What follows belongs to an exercise in optimizing a design on an open flow for small area; a production flow would make more cautious choices.
At most, simulation tests tie the RTL to the original design; equivalence was not proved.
No functional check of the RTL was part of run 6.
No activity file was given, so power comes from the tool's default toggle rates.

### design/flow/run.sh
#!/bin/bash
# synth_recipe.tcl (not shown) runs the flow's synth.tcl, then flattens the netlist and writes it again
# the make line also repeats each setting of config.mk as NAME=value (left out here)
make -C /OpenROAD-flow-scripts/flow DESIGN_CONFIG=/design/flow/config.mk WORK_HOME=/design/flow/orfs CLKGATE_MAP_FILE= SYNTH_SCRIPT=/design/flow/synth_recipe.tcl finish
### design/flow/config.mk
export PLATFORM = sky130hd
export DESIGN_NAME = fwd_updater_top
export DESIGN_NICKNAME = fwd_updater_top
export VERILOG_FILES = /design/flow/design.v
export SDC_FILE = /design/flow/constraint.sdc
export NUM_CORES = 4
export LEC_CHECK = 0
export CAP_MARGIN = 20
export CORE_MARGIN = 2
export CORE_UTILIZATION = 40
export SLEW_MARGIN = 20
### design/flow/constraint.sdc
create_clock -name core_clock -period 2.5 [get_ports {clk}]
set_input_delay 0.5000 -clock core_clock [delete_from_list [all_inputs] [get_ports {clk}]]
set_output_delay 0.5000 -clock core_clock [all_outputs]
set_load 0.01 [all_outputs]
### design/flow/design.v
`default_nettype none
package fwd_pkg;
    localparam int FWD_DATA_LSB  = 0;
    localparam int FWD_KEY_LSB   = FWD_DATA_LSB + 16;
    localparam int FWD_VALID_BIT = FWD_KEY_LSB + 8;
    localparam int FWD_WE_BIT    = FWD_VALID_BIT + 1;
    localparam int FWD_ADR_LSB   = FWD_WE_BIT + 1;
    localparam int FWD_REC_W     = FWD_ADR_LSB + 4;
    localparam int FWD_ENT_W     = FWD_WE_BIT;
    function automatic logic [FWD_REC_W-1:0] fwd_pack_rec(
        input logic [4-1:0]  adr,
        input logic                   we,
        input logic                   valid,
        input logic [8-1:0]  key,
        input logic [16-1:0] data
    );
        fwd_pack_rec = {adr, we, valid, key, data};
    endfunction
    function automatic logic fwd_addr_hit(
        input logic [FWD_REC_W-1:0]  rec,
        input logic [4-1:0] adr
    );
        logic [4-1:0] rec_adr;
        rec_adr = rec[FWD_ADR_LSB +: 4];
        fwd_addr_hit = rec[FWD_WE_BIT] && (rec_adr == adr);
    endfunction
endpackage
`default_nettype wire
`default_nettype none
module fwd_history (
    input  logic                          clk,
    input  logic                          reset,
    input  logic                          clk_en_i,
    input  logic [fwd_pkg::FWD_REC_W-1:0] rec_i,
    output logic [fwd_pkg::FWD_REC_W-1:0] new_o,
    output logic [fwd_pkg::FWD_REC_W-1:0] old_o
);
    logic [fwd_pkg::FWD_REC_W-1:0] new_q, old_q;
    always_ff @(posedge clk) begin
        if (clk_en_i) begin
            new_q <= rec_i;
            old_q <= new_q;
        end
        if (reset) begin
            new_q[fwd_pkg::FWD_WE_BIT] <= 1'b0;
            old_q[fwd_pkg::FWD_WE_BIT] <= 1'b0;
        end
    end
    assign new_o = new_q;
    assign old_o = old_q;
endmodule
`default_nettype wire
`default_nettype none
module fwd_merge_stage (
    input  logic                          clk,
    input  logic                          reset,
    input  logic                          clk_en_i,
    input  logic [4-1:0]         adr_i,
    input  logic [fwd_pkg::FWD_ENT_W-1:0] ent_i,
    input  logic [fwd_pkg::FWD_REC_W-1:0] new_i,
    input  logic [fwd_pkg::FWD_REC_W-1:0] old_i,
    output logic [fwd_pkg::FWD_ENT_W-1:0] ent_o
);
    localparam int EW = fwd_pkg::FWD_ENT_W;
    localparam int VB = fwd_pkg::FWD_VALID_BIT;
    logic hit_new, hit_old;
    logic sel_a, sel_b;
    logic [EW-1:0] mrg_q, out_q;
    assign hit_new = fwd_pkg::fwd_addr_hit(new_i, adr_i);
    assign hit_old = fwd_pkg::fwd_addr_hit(old_i, adr_i);
    assign sel_a = clk_en_i & (hit_new | hit_old);
    assign sel_b = clk_en_i & (hit_new | ~hit_old);
    always_ff @(posedge clk) begin
        for (int i = 0; i < EW; i++) begin
            mrg_q[i] <= sel_a ? (sel_b ? new_i[i] : old_i[i])
                              : (sel_b ? ent_i[i] : mrg_q[i]);
        end
        if (clk_en_i) begin
            out_q <= mrg_q;
        end
        if (reset) begin
            mrg_q[VB] <= 1'b0;
            out_q[VB] <= 1'b0;
        end
    end
    assign ent_o = out_q;
endmodule
`default_nettype wire
`default_nettype none
module fwd_updater_top (
    input  logic                   clk,
    input  logic                   reset,
    input  logic                   clk_en_i,
    input  logic [4*4-1:0]  rd_adr_i,
    input  logic [4*8-1:0]  rd_key_i,
    input  logic [4*16-1:0] rd_data_i,
    input  logic [4-1:0]                   rd_valid_i,
    input  logic [4*4-1:0]  wr_adr_i,
    input  logic [4*8-1:0]  wr_key_i,
    input  logic [4*16-1:0] wr_data_i,
    input  logic [4-1:0]                   wr_valid_i,
    input  logic [4-1:0]                   wr_en_i,
    output logic [4*8-1:0]  fix_key_o,
    output logic [4*16-1:0] fix_data_o,
    output logic [4-1:0]                   fix_valid_o
);
    genvar t;
    generate
        for (t = 0; t < 4; t++) begin : g_table
            logic [fwd_pkg::FWD_REC_W-1:0] wr_rec, new_rec, old_rec;
            logic [fwd_pkg::FWD_ENT_W-1:0] rd_ent, fix_ent;
            assign wr_rec = fwd_pkg::fwd_pack_rec(wr_adr_i[t*4 +: 4], wr_en_i[t], wr_valid_i[t],
                                                  wr_key_i[t*8 +: 8], wr_data_i[t*16 +: 16]);
            assign rd_ent = {rd_valid_i[t], rd_key_i[t*8 +: 8], rd_data_i[t*16 +: 16]};
            fwd_history u_fwd_history (
                .clk      (clk),
                .reset    (reset),
                .clk_en_i (clk_en_i),
                .rec_i    (wr_rec),
                .new_o    (new_rec),
                .old_o    (old_rec)
            );
            fwd_merge_stage u_fwd_merge_stage (
                .clk      (clk),
                .reset    (reset),
                .clk_en_i (clk_en_i),
                .adr_i    (rd_adr_i[t*4 +: 4]),
                .ent_i    (rd_ent),
                .new_i    (new_rec),
                .old_i    (old_rec),
                .ent_o    (fix_ent)
            );
            assign fix_key_o[t*8 +: 8]    = fix_ent[fwd_pkg::FWD_KEY_LSB +: 8];
            assign fix_data_o[t*16 +: 16] = fix_ent[fwd_pkg::FWD_DATA_LSB +: 16];
            assign fix_valid_o[t]                           = fix_ent[fwd_pkg::FWD_VALID_BIT];
        end
    endgenerate
endmodule
`default_nettype wire
==> results of run 1 <==
==> sequential cells by signal, summed over array words and instances, names as in the netlist <==
| name | cells |
|---|---|
| g_table.u_fwd_history.new_q | 120 |
| g_table.u_fwd_history.old_q | 120 |
| g_table.u_fwd_merge_stage.mrg_q | 100 |
| g_table.u_fwd_merge_stage.out_q | 100 |
==> layout make-up <==
cell class	instances	area, um^2
fillers	3051	17300
well taps	518	648
diodes	2	5.00
inverters	27	101
clock buffers	53	1170
multi-input cells	303	2380
clock inverters	26	231
repair buffers	380	3840
flip-flops and latches	440	13100
==> kinds of logic (layout without fill, tap and decap cells) <==
kind of cell           Yosys count  after routing  share of synthesized area (%)
flip-flops                     440            440                           83.1
AND/OR/NAND/NOR                147            147                           5.52
AO/OA/AOI/OAI                  109            109                           6.74
buffers and inverters           72            486                           1.91
XOR/XNOR                        32             32                           1.78
multiplexers                    15             15                          0.956
other                            0              2                              0
==> critical path: stages <==
cell	delay, ns
clkdlybuf4s50_1	0.46
xor2_1	0.19
nor4_2	0.29
buf_4	0.16
nor3b_4	0.81
a221o_1	0.28
==> per-layer routing <==
metal / vias to the layer above / global-route usage, % / share of wire, %
li1: 4046 / - / -
met1: 4052 / 19.2 / 41
met2: 233 / 25.7 / 50
met3: 64 / 4.34 / 6.5
met4: 2 / 7.12 / 3.3
met5: - / 0 / 0.041
==> final timing paths <==
check,endpoint,depth (start not counted)
setup / recovery,g_table[2].u_fwd_merge_stage.mrg_q[3],6
setup reg to reg,g_table[2].u_fwd_merge_stage.mrg_q[3],5
hold reg to reg,g_table[1].u_fwd_merge_stage.out_q[20],0
hold / removal,g_table[1].u_fwd_history.old_q[24],1
==> through the flow <==
stage,utilization (%),setup slack [ns],cells,total power (uW),hold WS (ns)
2_1_floorplan,-,0.415,815,9220,0.400
3_3_place_gp,51.7,-0.267,1668,10000,0.400
3_5_place_dp,51.7,-0.352,1668,10000,0.405
4_1_cts,55.3,0.241,1747,16500,0.301
5_1_grt,55.3,0.0141,1749,16900,0.321
6_report,55.3,0.205,1749,16300,0.343
==> layout by cell type (no fill, tap or decap), drive strengths merged <==
cell / n
edfxtp: 424
clkdlybuf4s50: 337
a221o: 96
and3: 75
clkbuf: 53
buf: 43
nor2: 40
inv: 27
xor2: 21
clkinv: 21
dfxtp: 16
mux2i: 15
xnor2: 11
nand2: 10
nor4: 6
o21ai: 5
bufinv: 4
nor3: 3
nor2b: 3
nor3b: 3
diode: 2
nand4: 2
a32oi: 2
a31oi: 2
o2bb2ai: 2
or2: 2
and2: 1
nand2b: 1
nand3: 1
a21oi: 1
o41ai: 1
clkinvlp: 1
==> report_power, final <==
group / leakage (uW) / switching, uW / total, uW / internal (uW)
combinational: 0.00282 / 420 / 1050 / 634
clock: 0.000688 / 2660 / 6390 / 3740
sequential: 0.00428 / 160 / 8810 / 8650
==> impl_metrics.py, run 1 <==
metrics = {
    "outcome": {
        "status": "finished clean",
    },
    "clock_network": {
        "clk_latency_ns": 0.54,
        "cts.sinks": 440,
        "cts_made_buffers": 45,
        "clk_path_buf_depth": 3,
        "hold_buffers": 0,
        "htreeDepth": 2,
        "cts_tree": "built",
        "root_buffer": "clkbuf_16",
        "cts.clk_slew.worst_paths_ns": 0.06,
        "cts_setup_buffers": 0,
        "cts_resized": 0,
    },
    "die": {
        "ios": 339,
        "placementRows": 72,
        "start_util_pct": 40.6,
        "die_y_um": 202,
        "core_mm2": 0.0387,
        "dieWidth_um": 202,
        "dieArea_mm2": 0.0409,
    },
    "critical_path": {
        "r2r_start": "g_table[2].u_fwd_history.old_q[28]",
        "required_ns": 2.90,
        "startpoint_type": "input pin",
        "critical_path_peak_fanout": 24,
        "end_kind": "flop",
        "worst-r2r-setup-slack_ns": 0.26,
        "criticalPathCategory": "input pin to flop",
        "crit_start": "rd_adr_i[10]",
        "crit_arrival_ns": 2.70,
    },
    "global_routing": {
        "track_usage_pct": 15.6,
        "grt_pass1_wl_um": 48800,
        "grt_pass1_vias": 8469,
        "antenna_found_initial": 3,
        "globalRouteOverflowTotal": 0,
        "grt_max_degree": 115,
    },
    "synth": {
        "synthArstFlopShare_pct": 0,
        "synth_cell_types": 34,
        "synthFlopType": "edfxtp_1",
        "yosysSeqAreaShare_pct": 83.1,
        "yosysTopAreaCell": "edfxtp_1",
        "yosysTopAreaCellShare_pct": 81.1,
        "yosys.cell_count.top_type": "edfxtp_1",
        "synthCells": 815,
        "synth_fp_nets": 1054,
        "netlist_area_mm2": 0.0157,
        "synth_common_cells": "424 x edfxtp_1, 96 x a221o_1, 75 x and3_1",
        "synth-seq-cells": 440,
        "yosys-top-cells-area": "edfxtp_1 81%, a221o_1 6.1%, and3_1 3.0%",
        "avgSynthCellArea_um2": 19.3,
        "synth-edff-count": 424,
        "yosysWarnings": 3,
    },
    "pwr": {
        "ir_drop_mv": 0.568,
        "leakage_uw": 0.00779,
        "power_per_cell_area_mw_per_mm2": 759,
    },
    "place": {
        "dp_hpwl_um": 21800,
        "place_area_mm2": 0.0200,
        "portBuffers": 338,
        "place_congestion": 0.785,
    },
    "sta": {
        "skew_ns": 0.0122,
        "slew_headroom_pct": 33.7,
        "hold_violations": 0,
        "layout_min_cycle_time_ns": 2.29,
        "max_freq_mhz": 436,
        "setup_viol": 0,
        "finalSetupTns_ns": 0,
        "slew_violations": 0,
        "worstMarginPinSlew_ns": 0.994,
        "rsz0062_at_grt": "no",
        "fin_crit_sh_pct": 91.8,
    },
    "route": {
        "drt_pass1_iterations": 4,
        "drc_errors": 0,
        "routed_via_density": 4.80,
        "postRouteAntennaNets": 0,
        "wl_per_cell_um": 18.3,
        "routed_wl_um": 32000,
        "vias": 8397,
        "drt_iter0_drc": 441,
    },
    "hold_path": {
        "min_path_type": "input pin to flop",
        "hp-start": "clk_en_i",
    },
    "flow_run": {
        "drv_cap": 0,
    },
    "finish": {
        "syn2layout_area_growth_pct": 36.4,
        "final_nets": 1436,
        "fin_area_mm2": 0.0214,
        "drive_above_1_share_pct": 9.68,
    },
}
==> inputs of run 2 (changes only) <==
--- a/design/flow/config.mk
+++ b/design/flow/config.mk
@@ -10,2 +10,3 @@
 export CORE_UTILIZATION = 40
+export CTS_BUF_LIST = sky130_fd_sc_hd__clkbuf_4 sky130_fd_sc_hd__clkbuf_2
 export SLEW_MARGIN = 20
==> run 2 against run 1 <==
Synthesized area unchanged. Critical path type is now flop to primary output. Worst hold slack got worse by 0.22 ns. Largest power group unchanged. Via count increased by 4.8%. Largest cell class unchanged. Global-route usage increased by 0.49 points. Design area increased by 0.33%. Clock power decreased by 3.9%.
==> impl_metrics.py, run 2 <==
metrics = {
    "critical_path": {
        "critPathBufInv": 1,
        "crit_arrival_ns": 1.70,
        "path_cells": "clkdlybuf4s50_1",
        "crit_family": "buffers and inverters",
        "required_ns": 2.00,
        "cpPeakStageDelay_ns": 0.58,
        "critical_path_peak_fanout": 2,
        "worst-r2r-setup-slack_ns": 0.31,
        "r2r_start": "g_table[2].u_fwd_history.old_q[28]",
        "r2r_end": "g_table[2].u_fwd_merge_stage.mrg_q[3]",
        "crit_start": "g_table[1].u_fwd_merge_stage.out_q[24]",
        "worst_path_max_delay_cell": "clkdlybuf4s50_1",
        "r2r_cells": 5,
        "startpoint_type": "flop",
        "end_kind": "primary output",
        "cp.depth": 1,
        "criticalPathCategory": "flop to primary output",
    },
    "sta": {
        "fin_crit_sh_pct": 88.1,
        "max_freq_mhz": 454,
        "worstMarginPinSlew_ns": 0.950,
        "fin_ws_ns": 0.297,
        "slew_violations": 0,
        "layout_min_cycle_time_ns": 2.20,
        "setup_viol": 0,
        "skew_ns": 0.0293,
        "hold_violations": 0,
        "slew_headroom_pct": 36.6,
        "rsz0062_at_grt": "no",
    },
    "clock_network": {
        "clk_path_buf_depth": 3,
        "cts_setup_buffers": 0,
        "hold_buffers": 0,
        "root_buffer": "clkbuf_4",
        "cts.clk_slew.worst_paths_ns": 0.06,
        "cts.sinks": 440,
        "htreeDepth": 3,
        "cts_resized": 0,
        "clk_latency_ns": 0.78,
        "cts_made_buffers": 113,
        "cts_tree": "built",
    },
    "pwr": {
        "power.switching_uw": 3330,
        "ir_drop_mv": 0.401,
        "swShare_pct": 20.8,
        "power_per_cell_area_mw_per_mm2": 744,
        "p_comb_share_pct": 6.6,
        "power_uw": 16000,
        "clock_power_share_pct": 38.3,
        "pwr-share-seq_pct": 55.0,
        "p_int_uw": 12700,
        "leakage_uw": 0.00798,
    },
    "die": {
        "core_mm2": 0.0387,
        "die_y_um": 202,
        "start_util_pct": 40.6,
        "ios": 339,
        "placementRows": 72,
        "dieArea_mm2": 0.0409,
        "dieWidth_um": 202,
    },
    "synth": {
        "yosysTopAreaCell": "edfxtp_1",
        "synth_top_family_by_area": "compound AO/OA/AOI/OAI gates",
        "yosysTopAreaCellShare_pct": 81.1,
        "yosysWarnings": 3,
        "synth_xor_area_share_pct": 1.78,
        "netlist_area_mm2": 0.0157,
        "yosys.cell_count.top_type": "edfxtp_1",
        "synth_compound_area_share_pct": 6.74,
        "synthFlopType": "edfxtp_1",
        "synth_cell_types": 34,
        "synth-seq-cells": 440,
        "synth_simple_gate_area_share_pct": 5.52,
        "synth_fa_ha_area_share_pct": 0,
        "synth_fp_nets": 1054,
        "synthMuxAreaShare_pct": 0.956,
        "avgSynthCellArea_um2": 19.3,
        "synth-edff-count": 424,
        "synthCells": 815,
        "synth_common_cells": "424 x edfxtp_1, 96 x a221o_1, 75 x and3_1",
        "yosysSeqAreaShare_pct": 83.1,
        "synthArstFlopShare_pct": 0,
        "yosys-top-cells-area": "edfxtp_1 81%, a221o_1 6.1%, and3_1 3.0%",
    },
    "finish": {
        "final_nets": 1505,
        "final_cells": 1866,
        "reg_top3": "g_table.u_fwd_history.new_q (120), g_table.u_fwd_history.old_q (120)",
        "syn2layout_area_growth_pct": 36.8,
        "layout_commonest_cell": "edfxtp_1",
        "layout_common_cells": "424 x edfxtp_1, 337 x clkdlybuf4s50_1, 171 x clkbuf_4",
        "drive_above_1_share_pct": 17.6,
        "fillers": 3115,
        "postLayoutCoreUtil_pct": 55.5,
    },
    "global_routing": {
        "grt_pass1_vias": 9107,
        "grt_max_degree": 115,
        "antenna_found_initial": 3,
        "globalRouteOverflowTotal": 0,
        "grt_pass1_wl_um": 50300,
        "track_usage_pct": 16.1,
    },
    "route": {
        "drt_pass1_iterations": 4,
        "postRouteAntennaNets": 0,
        "drc_errors": 0,
        "routed_wl_um": 32900,
        "vias": 8802,
        "wl_per_cell_um": 17.6,
        "routed_via_density": 4.72,
        "drt_iter0_drc": 401,
    },
    "outcome": {
        "status": "finished clean",
    },
    "hold_path": {
        "min_path_type": "input pin to flop",
        "hold_path_end": "g_table[2].u_fwd_history.old_q[14]",
        "hp-start": "clk_en_i",
        "min_path_cells": 1,
    },
    "place": {
        "dp_slack_ns": -0.352,
        "dp.cells": 1668,
        "dp_hpwl_um": 21800,
        "place_congestion": 0.785,
        "portBuffers": 338,
    },
    "flow_run": {
        "drv_cap": 0,
    },
}
[run 2: cell type report]
class | count | area, um^2 | area share, %
clock inverters | 24 | 171 | 0.798
repair buffers | 380 | 3840 | 17.9
inverters | 27 | 101 | 0.472
well taps | 518 | 648 | 3.02
diodes | 2 | 5.00 | 0.0233
flip-flops and latches | 440 | 13100 | 60.7
multi-input cells | 304 | 2390 | 11.1
clock buffers | 171 | 1280 | 5.97
[run 2: through the flow]
stage | TNS [ns] | hold WS (ns) | area (um^2)
after global routing | 0 | 0.0326 | 21500
after global placement | -11.50 | 0.400 | 20000
after CTS | 0 | 0.00787 | 21500
final | 0 | 0.127 | 21500
after detailed placement | -14.62 | 0.405 | 20000
after floorplan | 0 | 0.400 | 15700
[run 2: how the worst max path moves through the flow]
stage | endpoint
floorplan | g_table[0].u_fwd_merge_stage.mrg_q[0]
global placement | g_table[2].u_fwd_merge_stage.mrg_q[2]
detailed placement | g_table[2].u_fwd_merge_stage.mrg_q[17]
CTS | fix_valid_o[0]
global route | g_table[2].u_fwd_merge_stage.mrg_q[14]
finish | fix_valid_o[1]
[run 2: power groups by stage]
stage / registers, uW / clock network [uW] / logic [uW]
2_1_floorplan: 8970 / 0 / 254
3_3_place_gp: 8940 / 0 / 1060
3_5_place_dp: 8970 / 0 / 1070
4_1_cts: 8810 / 6410 / 1070
5_1_grt: 8860 / 6810 / 1140
6_report: 8810 / 6140 / 1060
[run 2: kinds of logic after synthesis]
logic type	Yosys count
DFF	440
muxes	15
AOI/OAI and AO/OA	109
and+or+nand+nor	147
xor gates and xnor gates	32
buffers and inverters	72
[run 2: per-layer routing]
metal,track usage [%],part of all wire (%),up-vias
met4,8.63,3.2,2
met3,5.69,6.7,69
met1,19.0,41,4217
met2,25.9,49,259
li1,-,-,4255
met5,0,0.040,-
==> inputs of run 3 (changes only) <==
==> design/flow/flow/run.sh (new file) <==
#!/bin/bash
# Standard ORFS layout; the only change is the cell that buffers each port.
set -euo pipefail
export BUFFER_PORTS_ARGS="-buffer_cell sky130_fd_sc_hd__buf_1"
bash standard.sh finish > standard_flow.log 2>&1
==> design/flow/standard.sh (new file) <==
#!/bin/bash
# synth_recipe.tcl (not shown) runs the flow's synth.tcl, then flattens the netlist and writes it again
# the make line also repeats each setting of config.mk as NAME=value (left out here)
make -C /OpenROAD-flow-scripts/flow DESIGN_CONFIG=/design/flow/config.mk WORK_HOME=/design/flow/orfs CLKGATE_MAP_FILE= SYNTH_SCRIPT=/design/flow/synth_recipe.tcl "${@:-finish}"
--- a/design/flow/config.mk
+++ b/design/flow/config.mk
@@ -10,3 +10,2 @@
 export CORE_UTILIZATION = 40
-export CTS_BUF_LIST = sky130_fd_sc_hd__clkbuf_4 sky130_fd_sc_hd__clkbuf_2
 export SLEW_MARGIN = 20
removed: design/flow/run.sh
==> run 3 against run 2 <==
Sequential cell count stayed put. Combinational power decreased by 34%. Utilization fell by 6.0 points. Clock-buffer cell count fell by 108. Synthesized area stayed put. Still clean. Worst hold slack got worse by 0.015 ns. Setup slack got worse by 0.017 ns. Global-route usage is 1.1 points lower. Largest power group unchanged. Via count decreased by 4.9%.
==> impl_metrics.py, run 3 <==
metrics = {
    "outcome": {
        "status": "finished clean",
    },
    "clock_network": {
        "cts_made_buffers": 46,
        "clk_latency_ns": 0.56,
        "cts_setup_buffers": 0,
        "hold_buffers": 0,
        "cts.clk_slew.worst_paths_ns": 0.06,
        "clk_path_buf_depth": 3,
        "htreeDepth": 2,
        "root_buffer": "clkbuf_16",
        "cts_resized": 0,
        "cts.sinks": 440,
        "cts_tree": "built",
    },
    "global_routing": {
        "grt_pass1_vias": 8314,
        "track_usage_pct": 15.0,
        "antenna_found_initial": 3,
        "grt_max_degree": 108,
        "globalRouteOverflowTotal": 0,
        "grt_pass1_wl_um": 47000,
    },
    "synth": {
        "synth-edff-count": 424,
        "synth_fp_nets": 1054,
        "synth_simple_gate_area_share_pct": 5.52,
        "yosysTopAreaCellShare_pct": 81.1,
        "yosys-top-cells-area": "edfxtp_1 81%, a221o_1 6.1%, and3_1 3.0%",
        "synth_cell_types": 34,
        "synth_common_cells": "424 x edfxtp_1, 96 x a221o_1, 75 x and3_1",
        "synth_xor_area_share_pct": 1.78,
        "synthCells": 815,
        "yosysWarnings": 3,
        "avgSynthCellArea_um2": 19.3,
        "synthFlopType": "edfxtp_1",
        "synth_fa_ha_area_share_pct": 0,
        "synth_top_family_by_area": "compound AO/OA/AOI/OAI gates",
        "yosys.cell_count.top_type": "edfxtp_1",
        "netlist_area_mm2": 0.0157,
        "yosysTopAreaCell": "edfxtp_1",
        "yosysSeqAreaShare_pct": 83.1,
        "synth-seq-cells": 440,
        "synthMuxAreaShare_pct": 0.956,
        "synth_compound_area_share_pct": 6.74,
        "synthArstFlopShare_pct": 0,
    },
    "pwr": {
        "swShare_pct": 20.2,
        "clock_power_share_pct": 40.9,
        "pwr-share-seq_pct": 54.7,
        "p_comb_share_pct": 4.4,
        "power_per_cell_area_mw_per_mm2": 840,
        "leakage_uw": 0.00679,
        "power.switching_uw": 3260,
        "p_int_uw": 12900,
        "ir_drop_mv": 0.672,
    },
    "critical_path": {
        "startpoint_type": "flop",
        "crit_arrival_ns": 2.63,
        "critPathBufInv": 0,
        "required_ns": 2.91,
        "criticalPathCategory": "flop to flop",
        "worst_path_max_delay_cell": "nor2_2",
        "path_cells": "xor2_1, nor3_1, nand4_1, nor2_2, a221o_1",
        "end_kind": "flop",
        "critical_path_peak_fanout": 23,
        "crit_family": "simple AND/OR/NAND/NOR gates",
        "cpPeakStageDelay_ns": 0.82,
    },
    "sta": {
        "layout_min_cycle_time_ns": 2.22,
        "max_freq_mhz": 450,
        "slew_headroom_pct": 29.0,
        "rsz0062_at_grt": "no",
        "slew_violations": 0,
        "worstMarginPinSlew_ns": 1.06,
        "skew_ns": 0.0108,
        "finalSetupTns_ns": 0,
        "hold_violations": 0,
        "setup_viol": 0,
        "fin_crit_sh_pct": 88.8,
    },
    "die": {
        "placementRows": 72,
        "start_util_pct": 40.6,
        "ios": 339,
        "dieWidth_um": 202,
        "dieArea_mm2": 0.0409,
        "die_y_um": 202,
        "core_mm2": 0.0387,
    },
    "finish": {
        "fin_area_mm2": 0.0192,
        "reg_top3": "g_table.u_fwd_history.new_q (120), g_table.u_fwd_history.old_q (120)",
        "layout_commonest_cell": "edfxtp_1",
        "syn2layout_area_growth_pct": 22.1,
        "layout_common_cells": "424 x edfxtp_1, 337 x buf_1, 96 x a221o_1",
        "seqCellArea_mm2": 0.0131,
        "final_nets": 1422,
        "drive_above_1_share_pct": 8.62,
        "multi_input_area_mm2": 0.00238,
        "fillers": 3322,
    },
    "route": {
        "routed_wl_um": 31200,
        "drt_pass1_iterations": 4,
        "vias": 8373,
        "drt_iter0_drc": 433,
        "drc_errors": 0,
        "postRouteAntennaNets": 0,
        "routed_via_density": 4.82,
        "wl_per_cell_um": 18.0,
    },
    "flow_run": {
        "drv_cap": 0,
    },
    "place": {
        "dp_hpwl_um": 21400,
        "portBuffers": 338,
        "place_area_mm2": 0.0177,
        "place_congestion": 0.796,
    },
    "hold_path": {
        "min_path_type": "input pin to flop",
    },
}
[run 3: cell types whose count changed in the layout (fill, tap and decap cells not counted), moves of 3 or more]
cell / change
clkinv_2: +3
buf_12: -7
clkdlybuf4s50_1: -337
clkbuf_1: +14
buf_4: -8
clkinv_1: -10
clkbuf_4: -170
inv_2: -3
clkbuf_16: +47
buf_1: +337
[run 3: power by group through the flow]
stage,registers (uW),logic [uW],clock network (uW)
finish,8820,704,6600
detailed placement,8970,716,0
floorplan,8970,254,0
global placement,8950,704,0
CTS,8820,720,6830
global route,8860,783,7100
[run 3: layout make-up]
class,count,area share [%]
clock buffers,63,6.55
repair buffers,365,7.95
inverters,27,0.528
diodes,2,0.0261
well taps,518,3.38
clock inverters,20,1.09
multi-input cells,303,12.4
flip-flops and latches,440,68.0
[run 3: per-stage QoR]
step | setup WS (ns) | hold slack [ns] | util [%] | std cells | total power (uW)
6_report | 0.279 | 0.112 | 49.5 | 1738 | 16100
5_1_grt | 0.157 | 0.0710 | 49.5 | 1737 | 16700
4_1_cts | 0.273 | 0.0640 | 49.5 | 1736 | 16400
3_5_place_dp | 0.0199 | 0.405 | 45.7 | 1653 | 9690
3_3_place_gp | 0.112 | 0.400 | 45.7 | 1653 | 9650
2_1_floorplan | 0.415 | 0.400 | - | 815 | 9220
[run 3: kinds of logic after synthesis]
logic type      after synthesis
compound gates              109
xor+xnor                     32
buf+inv                      72
flops                       440
mux                          15
simple gates                147
[run 3: worst paths after layout]
kind | from | endpoint | slack, ns | cells after the start
max reg2reg | g_table[3].u_fwd_history.old_q[26] | g_table[3].u_fwd_merge_stage.mrg_q[2] | 0.28 | 5
max | g_table[3].u_fwd_history.old_q[26] | g_table[3].u_fwd_merge_stage.mrg_q[2] | 0.28 | 5
min reg2reg | g_table[3].u_fwd_merge_stage.mrg_q[9] | g_table[3].u_fwd_merge_stage.out_q[9] | 0.42 | 0
min | wr_data_i[42] | g_table[2].u_fwd_history.new_q[10] | 0.11 | 1
[run 3: worst reg2reg max path: cells and delay by family, from the launching register on]
| kind | cells | cell delay (ns) |
|---|---|---|
| simple gates | 3 | 1.24 |
| xor+xnor | 1 | 0.16 |
| flops | 1 | 0.38 |
| compound gates | 1 | 0.30 |
[run 3: per-layer routing]
layer / share of wire (%) / vias up / track usage (%) / routed length (um)
li1: - / 4016 / - / -
met1: 41 / 4039 / 18.6 / 12800
met2: 49 / 256 / 24.5 / 15300
met3: 7.0 / 60 / 4.29 / 2170
met4: 3.1 / 2 / 6.96 / 968
met5: 0.048 / - / 0 / 15
==> inputs of run 4 (changes only) <==
==> design/flow/flow/run.sh (replaced) <==
#!/bin/bash
# Standard ORFS layout, with small port buffers and a lighter clock tree.
set -euo pipefail
export BUFFER_PORTS_ARGS="-buffer_cell sky130_fd_sc_hd__buf_1"
bash standard.sh finish > standard_flow.log 2>&1
--- a/design/flow/config.mk
+++ b/design/flow/config.mk
@@ -9,3 +9,3 @@
 export CORE_MARGIN = 2
-export CORE_UTILIZATION = 40
+export CORE_UTILIZATION = 65
 export SLEW_MARGIN = 20
==> run 4 against run 3 <==
Still clean on timing, DRC and antenna. Global-route usage increased by 8.2 points. Die area decreased by 38%. Critical path depth decreased by 1. Non-clock buffer count increased by 4. First-iteration DRC count increased by 64%. Synthesized cell count unchanged. Routed wire length decreased by 4.2%. Total power decreased by 2.4%. Highest routed layer is now met4.
==> impl_metrics.py, run 4 <==
metrics = {
    "hold_path": {
        "min_path_type": "input pin to flop",
    },
    "die": {
        "core_mm2": 0.0236,
        "ios": 339,
        "die_y_um": 159,
        "start_util_pct": 66.5,
        "placementRows": 56,
        "dieWidth_um": 159,
        "dieArea_mm2": 0.0254,
    },
    "synth": {
        "synth_fp_nets": 1054,
        "synthArstFlopShare_pct": 0,
        "netlist_area_mm2": 0.0157,
        "yosysWarnings": 3,
        "synth-seq-cells": 440,
        "synthFlopType": "edfxtp_1",
        "synth_cell_types": 34,
        "yosysTopAreaCell": "edfxtp_1",
        "synth-edff-count": 424,
        "yosysSeqAreaShare_pct": 83.1,
        "yosys-top-cells-area": "edfxtp_1 81%, a221o_1 6.1%, and3_1 3.0%",
        "yosysTopAreaCellShare_pct": 81.1,
        "synthCells": 815,
        "synth_common_cells": "424 x edfxtp_1, 96 x a221o_1, 75 x and3_1",
        "yosys.cell_count.top_type": "edfxtp_1",
        "avgSynthCellArea_um2": 19.3,
    },
    "critical_path": {
        "crit_arrival_ns": 2.44,
        "startpoint_type": "flop",
        "end_kind": "flop",
        "criticalPathCategory": "flop to flop",
        "required_ns": 2.77,
        "critical_path_peak_fanout": 24,
    },
    "route": {
        "drt_pass1_iterations": 5,
        "drc_errors": 0,
        "routed_wl_um": 29900,
        "postRouteAntennaNets": 0,
        "drt_iter0_drc": 710,
        "vias": 8558,
        "wl_per_cell_um": 19.4,
        "routed_via_density": 5.56,
    },
    "sta": {
        "max_freq_mhz": 459,
        "rsz0062_at_grt": "no",
        "fin_crit_sh_pct": 87.1,
        "hold_violations": 0,
        "slew_headroom_pct": 33.0,
        "finalSetupTns_ns": 0,
        "slew_violations": 0,
        "fin_ws_ns": 0.323,
        "setup_viol": 0,
        "skew_ns": 0.0105,
        "worstMarginPinSlew_ns": 1.00,
        "layout_min_cycle_time_ns": 2.18,
    },
    "pwr": {
        "leakage_uw": 0.00678,
        "pwr-share-seq_pct": 56.1,
        "p_int_uw": 12600,
        "clock_power_share_pct": 39.4,
        "p_comb_share_pct": 4.5,
        "power_per_cell_area_mw_per_mm2": 833,
        "swShare_pct": 19.7,
        "power.switching_uw": 3100,
        "ir_drop_mv": 0.751,
    },
    "global_routing": {
        "track_usage_pct": 23.3,
        "grt_max_degree": 74,
        "grt_pass1_wl_um": 45000,
        "grt_pass1_vias": 8474,
        "antenna_found_initial": 3,
        "globalRouteOverflowTotal": 0,
    },
    "clock_network": {
        "cts_setup_buffers": 0,
        "clk_path_buf_depth": 3,
        "cts.clk_slew.worst_paths_ns": 0.06,
        "hold_buffers": 0,
        "cts_made_buffers": 42,
        "cts_resized": 0,
        "htreeDepth": 2,
        "cts.sinks": 440,
        "root_buffer": "clkbuf_16",
        "cts_tree": "built",
        "clk_latency_ns": 0.53,
    },
    "finish": {
        "fillers": 1327,
        "postLayoutCoreUtil_pct": 80.0,
        "reg_top3": "g_table.u_fwd_history.new_q (120), g_table.u_fwd_history.old_q (120)",
        "seqCellArea_mm2": 0.0131,
        "drive_above_1_share_pct": 8.56,
        "layout_common_cells": "424 x edfxtp_1, 337 x buf_1, 96 x a221o_1",
        "final_nets": 1422,
        "multi_input_area_mm2": 0.00236,
        "layout_commonest_cell": "edfxtp_1",
        "syn2layout_area_growth_pct": 20.2,
    },
    "place": {
        "dp_slack_ns": 0.102,
        "dp_hpwl_um": 20600,
        "portBuffers": 338,
        "place_congestion": 0.810,
    },
    "outcome": {
        "status": "finished clean",
    },
    "flow_run": {
        "drv_cap": 0,
    },
}
## run 4: cell types whose count changed in the layout (fill, tap and decap cells not counted), sizes merged
| cell | delta |
|---|---|
| clkbuf | -5 |
| buf | +4 |
| diode | +4 |
| bufinv | -1 |
| clkinv | +1 |
| clkinvlp | -1 |
| inv | -1 |
## run 4: through the flow
stage	cells	power, uW	hold WS [ns]	instance area [um^2]
after global placement	1458	9640	0.400	17500
after floorplan	815	9220	0.400	15700
after global routing	1536	16200	0.122	18900
final	1540	15700	0.138	18900
after CTS	1534	15900	0.115	18900
after detailed placement	1458	9690	0.405	17500
## run 4: path summary, 6_finish.rpt
check	slack, ns	cells past startpoint	endpoint	from
min	0.14	1	g_table[3].u_fwd_history.new_q[26]	wr_adr_i[12]
min reg2reg	0.41	0	g_table[1].u_fwd_merge_stage.out_q[16]	g_table[1].u_fwd_merge_stage.mrg_q[16]
max reg2reg	0.32	4	g_table[3].u_fwd_merge_stage.mrg_q[13]	g_table[3].u_fwd_history.new_q[29]
max	0.32	4	g_table[3].u_fwd_merge_stage.mrg_q[13]	g_table[3].u_fwd_history.new_q[29]
## run 4: area by class of cell
class | instances | share of cell area [%]
well taps | 319 | 2.11
repair buffers | 369 | 8.37
clock inverters | 18 | 0.841
multi-input cells | 303 | 12.5
flip-flops and latches | 440 | 69.1
inverters | 27 | 0.537
diodes | 6 | 0.0795
clock buffers | 58 | 6.43
## run 4: metal layers
layer  wire length (um)  GRT usage [%]  vias up
met2              14600           37.6      387
met3               2690           5.37       64
met1              11600           31.1     4090
li1                   -              -     4017
met5                  0              0        -
met4               1040           9.59        0
## run 4: logic make-up (layout without fill, tap and decap cells)
logic type / after synthesis / after routing / share of synthesized area [%]
compound gates: 109 / 109 / 6.74
xor+xnor: 32 / 32 / 1.78
simple gates: 147 / 147 / 5.52
flops: 440 / 440 / 83.1
other cells: 0 / 6 / 0
mux: 15 / 15 / 0.956
buf+inv: 72 / 472 / 1.91
## run 4: critical path, cell delays in order, from the launching register on
cell and delay (ns):
edfxtp_1 0.40, xor2_1 0.18, nor4_4 0.49, o21ai_2 0.38, a221o_1 0.45
## run 4: power groups by stage
stage / registers [uW] / logic, uW / clock network (uW)
after CTS: 8830 / 719 / 6310
after global placement: 8940 / 693 / 0
after floorplan: 8970 / 254 / 0
after detailed placement: 8980 / 713 / 0
final: 8820 / 713 / 6200
after global routing: 8870 / 780 / 6590
==> inputs of run 5 (changes only) <==
--- a/design/flow/flow/run.sh
+++ b/design/flow/flow/run.sh
@@ -4,2 +4,3 @@
 export BUFFER_PORTS_ARGS="-buffer_cell sky130_fd_sc_hd__buf_1"
+export CTS_ARGS="-sink_clustering_enable -repair_clock_nets -buf_list {sky130_fd_sc_hd__clkbuf_4 sky130_fd_sc_hd__clkbuf_8} -sink_clustering_size 12 -sink_clustering_max_diameter 50 -dont_use_dummy_load"
 bash standard.sh finish > standard_flow.log 2>&1
==> run 5 against run 4 <==
Global-route usage is 0.67 points lower. Critical path depth is 1 higher. Cell count is 1.9% lower. Clock-buffer cell count is 15 lower. Total power is 17% lower. Via count is 1.6% lower. Critical endpoint is now g_table[2].u_fwd_merge_stage.mrg_q[15].
==> impl_metrics.py, run 5 <==
metrics = {
    "outcome": {
        "status": "finished clean",
    },
    "die": {
        "dieArea_mm2": 0.0254,
        "placementRows": 56,
        "dieWidth_um": 159,
        "die_y_um": 159,
        "core_mm2": 0.0236,
        "start_util_pct": 66.5,
        "ios": 339,
    },
    "finish": {
        "syn2layout_area_growth_pct": 15.3,
        "fillers": 1437,
        "layout_common_cells": "424 x edfxtp_1, 337 x buf_1, 96 x a221o_1",
        "layout_commonest_cell": "edfxtp_1",
        "drive_above_1_share_pct": 7.36,
        "postLayoutCoreUtil_pct": 76.7,
        "final_cells": 1510,
        "final_nets": 1423,
        "reg_top3": "g_table.u_fwd_history.new_q (120), g_table.u_fwd_history.old_q (120)",
    },
    "clock_network": {
        "cts_tree": "built",
        "cts_resized": 0,
        "cts_made_buffers": 43,
        "clk_latency_ns": 0.55,
        "hold_buffers": 0,
        "htreeDepth": 2,
        "clk_path_buf_depth": 3,
        "root_buffer": "clkbuf_8",
        "cts.clk_slew.worst_paths_ns": 0.08,
        "cts.sinks": 440,
        "cts_setup_buffers": 0,
    },
    "synth": {
        "synthMuxAreaShare_pct": 0.956,
        "synth_top_family_by_area": "compound AO/OA/AOI/OAI gates",
        "synthCells": 815,
        "synth_simple_gate_area_share_pct": 5.52,
        "yosys-top-cells-area": "edfxtp_1 81%, a221o_1 6.1%, and3_1 3.0%",
        "synth_compound_area_share_pct": 6.74,
        "synth_cell_types": 34,
        "avgSynthCellArea_um2": 19.3,
        "yosysSeqAreaShare_pct": 83.1,
        "synth_fa_ha_area_share_pct": 0,
        "synth_common_cells": "424 x edfxtp_1, 96 x a221o_1, 75 x and3_1",
        "synth_xor_area_share_pct": 1.78,
        "yosysTopAreaCell": "edfxtp_1",
        "yosys.cell_count.top_type": "edfxtp_1",
        "synthFlopType": "edfxtp_1",
        "synth-seq-cells": 440,
        "yosysTopAreaCellShare_pct": 81.1,
        "synth-edff-count": 424,
        "netlist_area_mm2": 0.0157,
        "synth_fp_nets": 1054,
        "synthArstFlopShare_pct": 0,
        "yosysWarnings": 3,
    },
    "route": {
        "drc_errors": 0,
        "routed_wl_um": 29200,
        "vias": 8417,
        "postRouteAntennaNets": 0,
        "routed_via_density": 5.57,
        "wl_per_cell_um": 19.3,
        "drt_iter0_drc": 690,
        "drt_pass1_iterations": 7,
    },
    "critical_path": {
        "worst-r2r-setup-slack_ns": 0.30,
        "startpoint_type": "flop",
        "r2r_cells": 5,
        "path_cells": "xnor2_1, nand2_1, nor4_4, o21ai_2, a221o_1",
        "cp.depth": 5,
        "critPathBufInv": 0,
        "r2r_end": "g_table[2].u_fwd_merge_stage.mrg_q[15]",
        "end_kind": "flop",
        "cpPeakStageDelay_ns": 0.47,
        "crit_arrival_ns": 2.49,
        "worst_path_max_delay_cell": "a221o_1",
        "criticalPathCategory": "flop to flop",
        "r2r_start": "g_table[2].u_fwd_history.new_q[26]",
        "required_ns": 2.78,
        "crit_family": "compound AO/OA/AOI/OAI gates",
        "critical_path_peak_fanout": 24,
    },
    "sta": {
        "skew_ns": 0.0385,
        "max_freq_mhz": 454,
        "finalSetupTns_ns": 0,
        "fin_crit_sh_pct": 88.1,
        "slew_headroom_pct": 28.6,
        "fin_ws_ns": 0.296,
        "worstMarginPinSlew_ns": 1.07,
        "rsz0062_at_grt": "no",
        "setup_viol": 0,
        "hold_violations": 0,
        "slew_violations": 0,
        "layout_min_cycle_time_ns": 2.20,
    },
    "place": {
        "dp_hpwl_um": 20600,
        "dp_slack_ns": 0.102,
        "portBuffers": 338,
        "dp.cells": 1458,
        "place_congestion": 0.810,
    },
    "hold_path": {
        "min_path_cells": 1,
        "min_path_type": "input pin to flop",
        "hp-start": "wr_key_i[9]",
        "hold_path_end": "g_table[1].u_fwd_history.new_q[17]",
    },
    "global_routing": {
        "grt_pass1_wl_um": 43600,
        "globalRouteOverflowTotal": 0,
        "grt_max_degree": 74,
        "antenna_found_initial": 3,
        "track_usage_pct": 22.6,
        "grt_pass1_vias": 8224,
    },
    "pwr": {
        "ir_drop_mv": 0.615,
        "power_uw": 13100,
        "leakage_uw": 0.00642,
        "power_per_cell_area_mw_per_mm2": 725,
    },
    "flow_run": {
        "drv_cap": 0,
    },
}
## run 5: cell types whose count changed in the layout (fill, tap and decap cells not counted), sizes merged
cell,change
clkbuf,-15
clkinv,-14
bufinv,-3
diode,+3
clkinvlp,-1
## run 5: worst register-to-register path: cells and delay by family, from the launching register on
kind | cells | cell delay [ns]
xor gates and xnor gates | 1 | 0.20
AOI/OAI and AO/OA | 2 | 0.87
DFF | 1 | 0.44
and+or+nand+nor | 2 | 0.43
## run 5: how the worst max path moves through the flow
stage                                       start                                      to  slack [ns]
2_1_floorplan                            clk_en_i   g_table[0].u_fwd_merge_stage.mrg_q[0]        0.42
6_report       g_table[2].u_fwd_history.new_q[26]  g_table[2].u_fwd_merge_stage.mrg_q[15]        0.30
3_5_place_dp                         rd_adr_i[15]   g_table[3].u_fwd_merge_stage.mrg_q[1]        0.10
3_3_place_gp                         rd_adr_i[15]  g_table[3].u_fwd_merge_stage.mrg_q[17]        0.17
4_1_cts        g_table[2].u_fwd_history.new_q[26]  g_table[2].u_fwd_merge_stage.mrg_q[15]        0.27
5_1_grt        g_table[3].u_fwd_history.new_q[29]  g_table[3].u_fwd_merge_stage.mrg_q[13]        0.18
## run 5: metal layers
metal | GRT usage, % | vias to the layer above | wire, um
li1 | - | 3984 | -
met3 | 4.71 | 66 | 2640
met1 | 30.3 | 4000 | 11500
met2 | 36.5 | 367 | 14000
met4 | 9.83 | 0 | 1030
met5 | 0 | - | 0
## run 5: metrics by stage
step | hold WS, ns | area [um^2]
floorplan | 0.400 | 15700
global placement | 0.400 | 17500
CTS | 0.0754 | 18100
global route | 0.0857 | 18100
detailed placement | 0.405 | 17500
finish | 0.113 | 18100
## run 5: area by class of cell
| cell class | instances | area [um^2] | area share [%] |
|---|---|---|---|
| Sequential cell | 440 | 13100 | 72.1 |
| Multi-Input combinational cell | 303 | 2360 | 13.1 |
| Timing Repair Buffer | 369 | 1580 | 8.72 |
| Clock buffer | 43 | 592 | 3.27 |
| Tap cell | 319 | 399 | 2.20 |
| Inverter | 27 | 101 | 0.560 |
| Antenna cell | 9 | 22.5 | 0.124 |
## run 5: cells by family after synthesis
group           count (synthesis)
compound gates                109
mux                            15
xor+xnor                       32
buf+inv                        72
flops                         440
simple gates                  147
## run 5: power breakdown
group	internal, uW	switching [uW]	leakage [uW]
registers	8640	173	0.00428
clock network	1530	2070	0.000309
logic	290	419	0.00182
total	10500	2670	0.00642
==> inputs of run 6 (changes only) <==
--- a/design/flow/design.v
+++ b/design/flow/design.v
@@ -72,7 +72,9 @@
     assign sel_b = clk_en_i & (hit_new | ~hit_old);
+    logic [EW-1:0] mrg_d;
+    assign mrg_d = ({EW{~sel_a & ~sel_b}} & mrg_q)
+                 | ({EW{~sel_a &  sel_b}} & ent_i)
+                 | ({EW{ sel_a & ~sel_b}} & old_i[EW-1:0])
+                 | ({EW{ sel_a &  sel_b}} & new_i[EW-1:0]);
     always_ff @(posedge clk) begin
-        for (int i = 0; i < EW; i++) begin
-            mrg_q[i] <= sel_a ? (sel_b ? new_i[i] : old_i[i])
-                              : (sel_b ? ent_i[i] : mrg_q[i]);
-        end
+        mrg_q <= mrg_d;
         if (clk_en_i) begin
==> run 6 against run 5 <==
Global-route usage is 1.6 points higher. Sequential cell count stayed put. Routed wire length is 6.1% higher. Clock-buffer cell count stayed put. Highest routed layer is now met5.
==> impl_metrics.py, run 6 <==
metrics = {
    "clock_network": {
        "cts.clk_slew.worst_paths_ns": 0.08,
        "cts_resized": 0,
        "clk_latency_ns": 0.56,
        "cts_setup_buffers": 0,
        "cts_tree": "built",
        "hold_buffers": 0,
        "root_buffer": "clkbuf_8",
        "clk_path_buf_depth": 3,
        "htreeDepth": 2,
        "cts_made_buffers": 43,
        "cts.sinks": 440,
    },
    "synth": {
        "synth_common_cells": "328 x edfxtp_1, 112 x dfxtp_1, 109 x mux2i_1",
        "yosysWarnings": 3,
        "synthArstFlopShare_pct": 0,
        "synth-seq-cells": 440,
        "synth-edff-count": 328,
        "yosys-top-cells-area": "edfxtp_1 64%, dfxtp_1 15%, mux2i_1 7.1%",
        "netlist_area_mm2": 0.0153,
        "synthCells": 892,
        "yosysTopAreaCellShare_pct": 64.3,
        "synthFlopType": "edfxtp_1",
        "synth_fp_nets": 1131,
        "avgSynthCellArea_um2": 17.2,
        "yosysSeqAreaShare_pct": 78.9,
        "synth_cell_types": 29,
        "yosysTopAreaCell": "edfxtp_1",
        "yosys.cell_count.top_type": "edfxtp_1",
    },
    "pwr": {
        "swShare_pct": 21.7,
        "power.switching_uw": 2870,
        "clock_power_share_pct": 27.5,
        "pwr-share-seq_pct": 65.9,
        "p_int_uw": 10400,
        "leakage_uw": 0.00587,
        "p_comb_share_pct": 6.5,
        "power_per_cell_area_mw_per_mm2": 748,
        "ir_drop_mv": 0.554,
    },
    "die": {
        "core_mm2": 0.0233,
        "placementRows": 56,
        "dieArea_mm2": 0.0248,
        "start_util_pct": 65.7,
        "ios": 339,
        "dieWidth_um": 158,
        "die_y_um": 158,
    },
    "global_routing": {
        "antenna_found_initial": 6,
        "globalRouteOverflowTotal": 0,
        "grt_max_degree": 89,
        "grt_pass1_wl_um": 45500,
        "grt_pass1_vias": 8666,
        "track_usage_pct": 24.2,
    },
    "sta": {
        "hold_violations": 0,
        "max_freq_mhz": 518,
        "layout_min_cycle_time_ns": 1.93,
        "holdWs_ns": 0.102,
        "slew_violations": 0,
        "skew_ns": 0.0438,
        "fin_crit_sh_pct": 77.3,
        "slew_headroom_pct": 60.7,
        "finalSetupTns_ns": 0,
        "rsz0062_at_grt": "no",
        "setup_viol": 0,
        "worstMarginPinSlew_ns": 0.584,
    },
    "hold_path": {
        "min_path_type": "input pin to flop",
    },
    "finish": {
        "reg_top3": "g_table.u_fwd_history.new_q (120), g_table.u_fwd_history.old_q (120)",
        "layout_commonest_cell": "buf_1",
        "final_nets": 1500,
        "layout_common_cells": "337 x buf_1, 328 x edfxtp_1, 112 x dfxtp_1",
        "fillers": 1504,
        "syn2layout_area_growth_pct": 15.7,
        "final_cells": 1586,
        "drive_above_1_share_pct": 6.43,
        "postLayoutCoreUtil_pct": 76.0,
    },
    "critical_path": {
        "end_kind": "flop",
        "cpPeakStageDelay_ns": 0.45,
        "startpoint_type": "flop",
        "critical_path_peak_fanout": 25,
        "path_cells": "xor2_1, nor4_1, buf_4, and3_1, buf_12, a22o_1, a22o_1",
        "crit_arrival_ns": 2.45,
        "crit_path_frequent_cell": "a22o_1",
        "worst_path_max_delay_cell": "nor4_1",
        "required_ns": 3.01,
        "criticalPathCategory": "flop to flop",
    },
    "route": {
        "postRouteAntennaNets": 0,
        "routed_via_density": 5.54,
        "drt_pass1_iterations": 5,
        "routed_wl_um": 30900,
        "drc_errors": 0,
        "vias": 8785,
        "wl_per_cell_um": 19.5,
        "drt_iter0_drc": 746,
    },
    "place": {
        "place_congestion": 0.789,
        "portBuffers": 338,
        "dp_hpwl_um": 21100,
        "dp.cells": 1535,
    },
    "flow_run": {
        "drv_cap": 0,
    },
    "outcome": {
        "status": "finished clean",
    },
}
run 6: kinds of logic (layout without fill, tap and decap cells):
kind of cell	Yosys count	in the layout	share of synthesized area [%]
DFF	440	440	78.9
AOI/OAI and AO/OA	204	204	8.28
muxes	112	112	7.34
and+or+nand+nor	57	57	2.02
buffers and inverters	47	414	1.64
xor gates and xnor gates	32	32	1.83
other	0	8	0
run 6: path summary, 6_finish.rpt:
| check | from | to | slack, ns | depth (start not counted) |
|---|---|---|---|---|
| setup / recovery | g_table[3].u_fwd_history.new_q[28] | g_table[3].u_fwd_merge_stage.mrg_q[24] | 0.57 | 7 |
| hold / removal | wr_adr_i[0] | g_table[0].u_fwd_history.new_q[26] | 0.10 | 1 |
| setup reg to reg | g_table[3].u_fwd_history.new_q[28] | g_table[3].u_fwd_merge_stage.mrg_q[24] | 0.57 | 7 |
| hold reg to reg | g_table[0].u_fwd_merge_stage.mrg_q[20] | g_table[0].u_fwd_merge_stage.out_q[20] | 0.43 | 0 |
run 6: cell type report:
class	count	area [um^2]	area share, %
Inverter	2	10.0	0.0565
Timing Repair Buffer	369	1630	9.20
Sequential cell	440	12100	68.2
Antenna cell	8	20.0	0.113
Multi-Input combinational cell	405	2980	16.8
Clock buffer	43	592	3.34
Tap cell	319	399	2.25
run 6: per-stage QoR:
step	total power (uW)	setup slack (ns)	cell area, um^2
after floorplan	9250	0.644	15300
after global placement	9720	0.351	17100
after detailed placement	9780	0.323	17100
after CTS	13400	0.555	17700
after global routing	13700	0.423	17700
final	13300	0.568	17700
run 6: per-layer routing:
layer / wire (um) / GRT usage [%] / share of wire [%]
met4: 813 / 9.70 / 2.6
met5: 13 / 0 / 0.042
met1: 12400 / 31.4 / 40
met3: 2920 / 8.09 / 9.4
met2: 14800 / 38.2 / 48
run 6: power groups by stage:
stage               Combinational, uW  Sequential [uW]  Clock [uW]
floorplan                         347             8900           0
global placement                  845             8880           0
detailed placement                869             8910           0
CTS                               874             8740        3740
global route                      958             8800        3980
finish                            865             8740        3650
run 6: worst max-delay path, delay by kind of cell (launching register included):
family | cells | cell delay, ns
and+or+nand+nor | 2 | 0.65
DFF | 1 | 0.42
buffers and inverters | 2 | 0.38
AOI/OAI and AO/OA | 2 | 0.29
xor gates and xnor gates | 1 | 0.16

[afterwards: timing with drivers on the ports]
The flow's constraints put no driver on any port. The routed layouts listed below were extracted and timed again, unchanged, in two steps. Step 1 sets driving cells, clkbuf_16 on the clock port and buf_2 on the other inputs (assumed; they add their load-dependent delay and slew). Step 2 adds t to the input delays and takes it off the output delays; t is the mean of the earliest and latest rising clock arrival at the registers after step 1. Input paths then give back, and output paths get back, about the clock's delay inside the block. a / b / c = no drivers / after step 1 / after step 2; a / b = the first two.
run	t, ns	slack for setup (ns)	pins driven straight from the clock port
run 1	0.587	0.205 / 0.232 / -0.355	1
run 2	0.804	0.297 / 0.251 / -0.320	1
run 3	0.599	0.279 / 0.279 / 0.023	1
run 4	0.567	0.323 / 0.323 / 0.102	1
run 5	0.575	0.296 / 0.296 / 0.104	1
run 6	0.581	0.568 / 0.568 / 0.324	1
Met with ideal ports but missed after step 2: setup timing in run 1 and run 2. The setup slack of run 2, which loses most, moves by -0.046 ns with the drivers and by -0.617 ns with both steps.
